What follows belongs to an exercise in optimizing a design on an open flow for small area, a short achievable clock period and few clock cycles per item; a production flow would make more cautious choices.
In this exercise RTL edits were held to simulation tests only and were not proved equivalent to the original.
Power and IR drop assume default switching activity.

$ cat flow/flow/run.sh
#!/bin/bash
set -euo pipefail
W=$(pwd)
{
  cat <<'TCL'
# map the logic with the script named by MY_ABC_SCRIPT instead of ORFS's
proc abc {args} {
  set new {}
  set skip 0
  foreach a $args {
    if {$skip} { set skip 0; lappend new $::env(MY_ABC_SCRIPT); continue }
    if {$a eq "-script"} { set skip 1 }
    lappend new $a
  }
  yosys abc {*}$new
}
TCL
  cat "$W/synth_recipe.tcl"
} > "$W/own_synth.tcl"
sed "s|SYNTH_SCRIPT=[^ ]*synth_recipe.tcl|SYNTH_SCRIPT=$W/own_synth.tcl|" "$W/standard.sh" > "$W/own_standard.sh"
grep -q own_synth.tcl "$W/own_standard.sh"
export MY_ABC_SCRIPT="$W/flow/abc_area.script"
bash "$W/own_standard.sh" ADDER_MAP_FILE= SETUP_SLACK_MARGIN=5.3 \
  "BUFFER_PORTS_ARGS=-buffer_cell sky130_fd_sc_hd__buf_1" finish > "$W/own_flow.log" 2>&1
test -s "$W/out/final.def"
$ cat flow/flow/abc_area.script
strash
&get -n
&fraig -x
&put
scorr
dc2
strash
&get -n
&dch -f
&nf
&put
$ cat flow/standard.sh
#!/bin/bash
# synth_recipe.tcl (not shown) runs the flow's synth.tcl, then flattens the netlist and writes it again
# the make line also repeats each setting of config.mk as NAME=value (left out here)
make -C /OpenROAD-flow-scripts/flow DESIGN_CONFIG=/design/flow/config.mk WORK_HOME=/design/flow/orfs CLKGATE_MAP_FILE= SYNTH_SCRIPT=/design/flow/synth_recipe.tcl "${@:-finish}"
$ cat flow/config.mk
export PLATFORM = sky130hd
export DESIGN_NAME = game2048_top
export DESIGN_NICKNAME = game2048_top
export VERILOG_FILES = /design/flow/design.v
export SDC_FILE = /design/flow/constraint.sdc
export NUM_CORES = 4
export LEC_CHECK = 0
export CAP_MARGIN = 20
export CORE_MARGIN = 2
export CORE_UTILIZATION = 40
export SETUP_SLACK_MARGIN = 5
export SLEW_MARGIN = 20
$ cat flow/constraint.sdc
create_clock -name core_clock -period 9.0 [get_ports {clk}]
set_input_delay 1.8000 -clock core_clock [delete_from_list [all_inputs] [get_ports {clk}]]
set_output_delay 1.8000 -clock core_clock [all_outputs]
set_load 0.01 [all_outputs]
$ cat flow/design.v
package game_pkg;
    localparam int CELL_BITS  = 5;
    localparam int LINE_CELLS = 4;
    localparam int NUM_LINES  = 4;
    localparam int LINE_BITS  = LINE_CELLS*CELL_BITS;
    typedef logic [CELL_BITS-1:0] cell_t;
    typedef logic [LINE_CELLS*CELL_BITS-1:0] line_t;
    typedef logic [NUM_LINES*LINE_CELLS*CELL_BITS-1:0] board_t;
    typedef logic [1:0] dir_t;
    typedef logic [3:0] pos_t;
    typedef logic [5:0] prob_t;
    typedef logic [1:0] line_idx_t;
    typedef logic [15:0] move_count_t;
    typedef logic [7:0] apb_addr_t;
    typedef logic [31:0] apb_data_t;
    typedef enum logic [1:0] {
        IDLE,
        LOAD,
        MERGE,
        STORE
    } move_state_t;
    localparam apb_addr_t ADDR_ROW0   = 8'h00;
    localparam apb_addr_t ADDR_ROW1   = 8'h04;
    localparam apb_addr_t ADDR_ROW2   = 8'h08;
    localparam apb_addr_t ADDR_ROW3   = 8'h0C;
    localparam apb_addr_t ADDR_CMD    = 8'h10;
    localparam apb_addr_t ADDR_STATUS = 8'h14;
    localparam cell_t SPAWN_FOUR = 5'd2;
    localparam cell_t SPAWN_TWO  = 5'd1;
endpackage
`timescale 1ns/1ns
module merge_engine (
    input  game_pkg::line_t line_in,
    output game_pkg::line_t line_out,
    output logic [3:0]      out_zero,    
    output logic            moved
);
    game_pkg::cell_t c [4];
    game_pkg::cell_t s [4];
    game_pkg::cell_t y, inc_a, inc_b;
    logic iy, take1;
    game_pkg::cell_t o [4];
    logic [3:0] nz;
    logic [3:0] ns;      
    logic [2:0] top;     
    logic e01, e02, e03, e12, e13, e23;
    logic m01, m12, m23, gap;
    always_comb begin
        for (int i = 0; i < 4; i++) begin
            c[i]  = line_in[i*5 +: 5];
            nz[i] = (c[i] != '0);
        end
        e01 = (c[0] == c[1]);
        e02 = (c[0] == c[2]);
        e03 = (c[0] == c[3]);
        e12 = (c[1] == c[2]);
        e13 = (c[1] == c[3]);
        e23 = (c[2] == c[3]);
        s[0] = nz[0] ? c[0] : nz[1] ? c[1] : nz[2] ? c[2] : c[3];
        s[1] = (nz[0] && nz[1]) ? c[1] :
               ((nz[0] || nz[1]) && nz[2]) ? c[2] :
               ((nz[0] || nz[1] || nz[2]) ? c[3] : 5'd0);
        s[2] = (nz[0] && nz[1] && nz[2]) ? c[2] :
               (((nz[0] && nz[1]) || (nz[0] && nz[2]) || (nz[1] && nz[2])) ? c[3] : 5'd0);
        s[3] = (nz[0] && nz[1] && nz[2]) ? c[3] : 5'd0;
        ns[0] = |nz;
        ns[1] = (nz[0] && (nz[1] || nz[2] || nz[3])) || (nz[1] && (nz[2] || nz[3])) ||
                (nz[2] && nz[3]);
        ns[2] = (nz[0] && nz[1] && (nz[2] || nz[3])) || (nz[2] && nz[3] && (nz[0] || nz[1]));
        ns[3] = &nz;
        for (int k = 0; k < 3; k++) top[k] = &s[k];
        m01 = nz[0] ? (nz[1] ? e01 : nz[2] ? e02 : e03) :
              nz[1] ? (nz[2] ? e12 : e13) :
              (nz[2] && e23);
        m12 = (nz[0] && nz[1] && (nz[2] ? e12 : e13)) ||
              ((nz[0] ^ nz[1]) && nz[2] && e23);
        m23 = nz[0] && nz[1] && nz[2] && e23;
        gap = (!nz[0] && (nz[1] || nz[2] || nz[3])) ||
              (!nz[1] && (nz[2] || nz[3])) ||
              (!nz[2] && nz[3]);
        take1 = m12 && !m01;
        y     = take1 ? s[1] : s[2];
        iy    = take1 || m23;
        inc_a = s[0] + {4'd0, m01};
        inc_b = y + {4'd0, iy};
        o[0] = inc_a;
        o[1] = (m01 || m12) ? inc_b : s[1];
        o[2] = m01 ? (m23 ? 5'd0 : s[3]) : (m12 ? s[3] : inc_b);
        o[3] = (m01 || m12 || m23) ? 5'd0 : s[3];
        out_zero[0] = m01 ? top[0] : !ns[0];
        out_zero[1] = m01 ? (m23 ? top[2] : !ns[2]) : (m12 ? top[1] : !ns[1]);
        out_zero[2] = m01 ? (m23 || !ns[3]) : (m12 ? !ns[3] : (m23 ? top[2] : !ns[2]));
        out_zero[3] = m01 || m12 || m23 || !ns[3];
        for (int i = 0; i < 4; i++) line_out[i*5 +: 5] = o[i];
        moved = m01 || m12 || m23 || gap;
    end
endmodule
`timescale 1ns/1ns
module game2048_top (
    input  logic                  clk,
    input  logic                  reset,
    input  logic                  psel,
    input  logic                  penable,
    input  logic                  pwrite,
    input  game_pkg::apb_addr_t   paddr,
    input  game_pkg::apb_data_t   pwdata,
    output game_pkg::apb_data_t   prdata,
    output logic                  pready,
    output logic                  pslverr
);
    game_pkg::board_t       board;
    game_pkg::board_t       next_board;
    game_pkg::board_t       merged;
    game_pkg::dir_t         dir;
    game_pkg::dir_t         perm_dir;
    game_pkg::pos_t         pos;
    game_pkg::pos_t         slot;
    game_pkg::prob_t        prob;
    game_pkg::move_count_t  move_count;
    logic                   merging;     
    logic                   restoring;   
    logic                   pending;     
    logic                   busy;
    logic                   movable_q;
    logic                   spawned_q;
    logic [3:0]             line_moved;
    logic                   movable;
    logic                   spawned;
    logic [15:0]            merged_zero;
    logic [15:0]            count_carry;     
    logic access, start;
    logic row_hit, cmd_hit, status_hit, mapped;
    logic [5:0] sel_d, sel_q;    
    logic       wr_q;
    logic       err_d, err_q;
    assign busy       = merging || pending;
    assign pready     = 1'b1;
    assign access     = psel && penable;
    assign cmd_hit    = (paddr == game_pkg::ADDR_CMD);
    assign status_hit = (paddr == game_pkg::ADDR_STATUS);
    assign row_hit    = (paddr[7:4] == 4'd0) && (paddr[1:0] == 2'd0);
    assign mapped     = row_hit || cmd_hit || status_hit;
    always_comb begin
        for (int r = 0; r < 4; r++) sel_d[r] = row_hit && (paddr[3:2] == 2'(r));
        sel_d[4] = cmd_hit;
        sel_d[5] = status_hit;
        err_d = !mapped || (pwrite && cmd_hit && !reset && (start || pending));
    end
    always_ff @(posedge clk) begin
        board <= next_board;
        sel_q <= sel_d;
        wr_q  <= pwrite;
        err_q <= err_d;
    end
    always_comb begin
        prdata = '0;
        for (int r = 0; r < 4; r++) begin
            prdata[game_pkg::LINE_BITS-1:0] = prdata[game_pkg::LINE_BITS-1:0] |
                (board[r*game_pkg::LINE_BITS +: game_pkg::LINE_BITS] & {game_pkg::LINE_BITS{sel_q[r]}});
        end
        prdata[11:0] = prdata[11:0] | ({prob, pos, dir} & {12{sel_q[4]}});
        prdata = prdata | ({move_count, 13'b0, spawned_q, movable_q, busy} & {32{sel_q[5]}});
    end
    assign pslverr = err_q;
    assign start   = access && wr_q && sel_q[4] && !busy;
    logic [3:0] perm_sel;        
    logic       merge_sel;
    logic [3:0] row_sel;
    logic [15:0] tile_sel;
    logic       row_write;
    game_pkg::cell_t tile;
    assign perm_dir  = (restoring || pending) ? dir : (start ? pwdata[1:0] : 2'd0);
    assign row_write = access && wr_q && !restoring && !pending && !merging;
    always_comb begin
        merge_sel = merging && !reset;
        for (int r = 0; r < 4; r++) row_sel[r] = row_write && sel_q[r] && !reset;
        for (int d = 0; d < 4; d++) perm_sel[d] = (perm_dir == 2'(d)) && !reset && !merging;
        for (int i = 0; i < 16; i++)
            tile_sel[i] = restoring && spawned_q && (pos == 4'(i)) && !reset;
        tile = (prob == '0) ? game_pkg::SPAWN_FOUR : game_pkg::SPAWN_TWO;
    end
    for (genvar k = 0; k < 4; k++) begin : g_next
        for (genvar j = 0; j < 4; j++) begin : g_cell
            assign next_board[(4*k+j)*5 +: 5] =
                ({5{perm_sel[0] && !row_sel[k]}} & board[(4*k+j)*5 +: 5]) |
                ({5{perm_sel[1]}} & board[(4*j+k)*5 +: 5]) |
                ({5{perm_sel[2]}} & board[(4*k+3-j)*5 +: 5]) |
                ({5{perm_sel[3]}} & board[(15-4*j-k)*5 +: 5]) |
                ({5{merge_sel}}   & merged[(4*k+j)*5 +: 5]) |
                ({5{row_sel[k]}}  & pwdata[j*5 +: 5]) |
                ({5{tile_sel[4*k+j]}} & tile);
        end
    end
    for (genvar k = 0; k < 4; k++) begin : g_line
        merge_engine u_merge (
            .line_in  (board[k*game_pkg::LINE_BITS +: game_pkg::LINE_BITS]),
            .line_out (merged[k*game_pkg::LINE_BITS +: game_pkg::LINE_BITS]),
            .out_zero (merged_zero[4*k +: 4]),
            .moved    (line_moved[k])
        );
    end
    assign movable = |line_moved;
    always_comb begin
        case (dir)
            2'd0:    slot = pos;
            2'd1:    slot = {pos[1:0], pos[3:2]};
            2'd2:    slot = {pos[3:2], ~pos[1:0]};
            default: slot = {~pos[1:0], ~pos[3:2]};
        endcase
    end
    assign spawned = movable && merged_zero[slot];
    always_comb begin
        count_carry[0] = 1'b1;
        for (int i = 1; i < 16; i++) count_carry[i] = count_carry[i-1] && move_count[i-1];
    end
    always_ff @(posedge clk) begin
        if (reset) begin
            dir        <= '0;
            pos        <= '0;
            prob       <= '0;
            merging    <= 1'b0;
            restoring  <= 1'b0;
            pending    <= 1'b0;
            movable_q  <= 1'b0;
            spawned_q  <= 1'b0;
            move_count <= '0;
        end else begin
            merging   <= (start && !restoring) || pending;
            restoring <= merging;
            pending   <= start && restoring;
            if (merging) begin
                movable_q <= movable;
                spawned_q <= spawned;
                move_count <= move_count ^ (count_carry & {16{movable}});
            end
            if (start) begin
                dir  <= pwdata[1:0];
                pos  <= pwdata[5:2];
                prob <= pwdata[11:6];
            end
        end
    end
endmodule
==> out/metrics.csv <==
stage,metric,value,unit
status,status,"complete, no violations",
clock_network,tritoncts,yes,
drt,post_drt_wl_per_cell,27.3,µm
timing,fin_tns_setup,0,ns
worst_hold_path,hp-class,reg -> reg,
timing,tightest_slew,0.994,ns
die,start_util,40.9,%
pwr,power.total,0.00132,W
worst_setup_path,reg2reg_to,move_count[14],
worst_hold_path,min_path_cells,2,
clock_network,clk_pin_slew,0.07,ns
timing,fin_crit,3.85,ns
die,fp.dieW,162,µm
timing,finClkSkew,0.0191,ns
worst_setup_path,critPathLaunchType,flip-flop,
clock_network,cts_inserted_buffers,17,
cells_and_area,nNetsFinal,1562,
drt,drt-total-wl,50.5,mm
logic_synthesis,synth_fp_nets,1417,
logic_synthesis,synth_top_area_share,24.3,%
die,num_io_pins,79,
clock_network,cts_sinks,121,
logic_synthesis,yosysMostFrequentCell,nand2_1,
timing,setup_viol,0,
global_routing,grt_pass1_vias,12300,
worst_setup_path,cp.arrival,4.18,ns
drt,post-route-drc-count,0,
worst_setup_path,worstPathCellList,or4_4 > or2_4 > o21ba_1 > xor2_1 > nand4_1 > o21a_4 > nand3_4 > nor3_4 > a311oi_2 > and4_4 > and4_4 > and4_4 > and4_4 > and3_4 > nor3_2,
timing,slew_violations,0,
cells_and_area,final.fill_count,2445,
timing,rsz0062_at_grt,true,
die,die_area,0.0262,mm²
timing,holdWs,0.472,ns
logic_synthesis,synth_area,0.00996,mm²
die,core_area,0.0244,mm²
logic_synthesis,synthTopCellsByCount,"nand2_1 (218), nor2_1 (144), dfxtp_1 (121)",
placement,dp_slack,4.17,ns
logic_synthesis,synth_area_leader_cell,dfxtp_1,
global_routing,overflow,0,
placement,dpl.hpwl,34.2,mm
worst_hold_path,hold_start,prob[0],
clock_network,cts-root-buf,clkbuf_16,
logic_synthesis,synth-seq-cells,121,
clock_network,h-tree-depth,4,
timing,min_period_over_period,42.8,%
worst_setup_path,path_common_cell,and4_4,
flow_run,drv_cap,0,
drt,vias,13400,
worst_hold_path,holdPathEnd,prob[0],
timing,finalHoldViolCount,0,
die,fp.dieH,162,µm
worst_setup_path,crit_path_end_kind,flip-flop,
die,rows,57,
worst_setup_path,timing.rr.start,board[45],
cells_and_area,n_antenna_cell,0,
timing,fmax,259,MHz
drt,firstDrtPassIters,19,
drt,ant_nets,0,
cells_and_area,final_layout_size_suffix_gt1_share,17.1,%
logic_synthesis,async_flop_share,0,%
pwr,peakVddDrop,0.110,mV
worst_setup_path,r2r_slack,5.15,ns
logic_synthesis,synth_ff_type,dfxtp_1,
pwr,power_density,106,mW/mm²
drt,drtIter0Drc,2895,
logic_synthesis,synth.yosys.warnings,5,
worst_setup_path,cp_slowest_cell,or4_4,
global_routing,antenna_found_initial,1,
logic_synthesis,netlist_instances,1372,
cells_and_area,seqCellArea,0.00252,mm²
logic_synthesis,synth_cell_types,58,
worst_setup_path,worst_r2r_path_depth,15,
placement,portBuffers,65,
timing,layout_setup_ws,5.15,ns
clock_network,cts.path.max_buffers,2,
clock_network,clock_latency,0.44,ns
worst_setup_path,slowest_delay,0.54,ns
logic_synthesis,ys_seq_area_share,24.3,%
timing,relSlewSlack,33.5,%
worst_setup_path,cp_top_family,simple AND/OR/NAND/NOR gates,
worst_setup_path,cp.required,9.33,ns
placement,place_area,0.0110,mm²
worst_setup_path,path_buf_inv,0,
global_routing,grt_start_max_net_pins,65,
drt,avgViaCountPerCell,7.25,
pwr,leakage,4.42,nW
cells_and_area,fin_area,0.0125,mm²
logic_synthesis,synth_top_cells_by_area,"dfxtp_1 (24%), a222oi_1 (9.7%), nand2_1 (8.2%)",
cells_and_area,multi_input_area,0.00813,mm²
logic_synthesis,syn_avg_cell_area,7.26,µm²
worst_setup_path,crit_fanout,7,
global_routing,grt_usage,37.4,%
worst_setup_path,timing_worst_setup_path_type,reg -> reg,
logic_synthesis,synth_edf_count,0,
global_routing,grt_pass1_wl,75.8,mm
placement,gp_congestion,1.03,
cells_and_area,syn_to_final_growth,25.5,%
worst min-delay path: stages (launching register included):
cell     delay [ns]
dfxtp_1        0.32
nand2_1        0.05
a21oi_1        0.05
area by class of cell:
class                           count  share of cell area (%)
Clock inverter                     15                    1.54
Sequential cell                   121                    20.1
Inverter                           22                   0.751
Clock buffer                       17                    3.40
Multi-Input combinational cell   1230                    65.0
Timing Repair Buffer              125                    5.90
Tap cell                          324                    3.24
flip-flops by register name (all words and copies together), names as in the netlist:
name,count
dir,2
restoring,1
movable_q,1
move_count,16
sel_q,6
pending,1
wr_q,1
spawned_q,1
pos,4
board,80
prob,6
merging,1
err_q,1
metal layers:
metal | global-route usage (%) | vias up | share of wire [%]
li1 | - | 5856 | -
met1 | 49.0 | 6189 | 38
met2 | 54.4 | 1122 | 41
met3 | 10.8 | 276 | 14
met4 | 21.9 | 6 | 7.3
met5 | 2.84 | - | 0.22
repair_timing:
action,in CTS,in global routing
hold buffers,0,0
gates resized for setup,114,61
cloned,2,1
pin swaps,22,10
setup buffers,31,10
endpoints found under the setup margin,88,83
how the worst max path moves through the flow:
| stage | cells past startpoint | slack (ns) | from | end |
|---|---|---|---|---|
| finish | 15 | 5.15 | board[45] | move_count[14] |
| global route | 16 | 5.02 | board[12] | move_count[15] |
| CTS | 15 | 5.20 | board[8] | move_count[14] |
| detailed placement | 15 | 4.17 | board[70] | move_count[15] |
| global placement | 15 | 4.18 | board[71] | move_count[15] |
| floorplan | 15 | 5.08 | board[10] | move_count[15] |
cell families (layout without fill, tap and decap cells):
logic type,count (synthesis),in the layout,synth area share (%)
AOI/OAI and AO/OA,494,494,37.3
buffers and inverters,23,179,0.904
other,1,1,0.0376
DFF,121,121,24.3
and+or+nand+nor,656,658,30.6
muxes,6,6,0.615
xor gates and xnor gates,71,71,6.24
power breakdown:
part           internal (W)  switching, W
combinational     0.0000105     0.0000362
clock              0.000441      0.000298
sequential         0.000532    0.00000131
cells in the final DEF (no fill, tap or decap), types with 8 or more instances in the layout:
| cell type | count |
|---|---|
| a31o_1 | 8 |
| o211ai_1 | 35 |
| nand3_1 | 77 |
| o22ai_1 | 14 |
| o21a_1 | 9 |
| buf_4 | 55 |
| a221oi_1 | 11 |
| nor4_4 | 9 |
| and3_1 | 13 |
| nor2_1 | 123 |
| clkinv_1 | 18 |
| nor2_2 | 15 |
| and2_0 | 19 |
| a222oi_1 | 97 |
| or3_1 | 11 |
| a32o_1 | 15 |
| xor2_1 | 34 |
| nand2b_1 | 9 |
| o21ai_0 | 46 |
| a31oi_1 | 17 |
| dfxtp_1 | 69 |
| dfxtp_4 | 12 |
| a21oi_1 | 77 |
| nand4_1 | 31 |
| a221o_1 | 9 |
| xnor2_1 | 37 |
| o21bai_1 | 8 |
| nand2_1 | 211 |
| nor3_2 | 8 |
| o31ai_1 | 9 |
| dfxtp_2 | 40 |
| a22oi_1 | 50 |
| clkbuf_16 | 18 |
| a21o_1 | 8 |
| buf_1 | 63 |
| a221oi_2 | 9 |
| nor3_1 | 55 |
per-stage QoR:
step	instances	utilization, %
5_1_grt	1854	51.3
3_5_place_dp	1778	45.0
4_1_cts	1843	50.0
3_3_place_gp	1778	45.0
6_report	1854	51.3
2_1_floorplan	1372	-
Testbench counts, summed over its fixed seeds: cycles 39,168, moves 6,144.

==> afterwards: timing with drivers on the ports <==
The results above use ideal ports. As a check the final layout listed here was re-extracted and re-timed, cells and wires unchanged.
Step 1 sets driving cells, clkbuf_16 on the clock port and buf_2 on the other inputs (assumed; they add their load-dependent delay and slew).
Step 2 also shifts input and output timing later by t, the mid clock arrival at the registers, as if the neighbouring blocks saw the same clock.
Three values: ideal ports, drivers, drivers and shift; two values: the first two.
shift t [ns]: 0.482
slack for setup (ns): 5.146 / 5.146 / 4.782
worst register clock-pin slew, ns: 0.07 / 0.07
pins driven straight from the clock port: 1
After both steps setup and hold are still met in this run. The setup slack of this run moves by 0.000 ns with the drivers and by -0.364 ns with both steps.
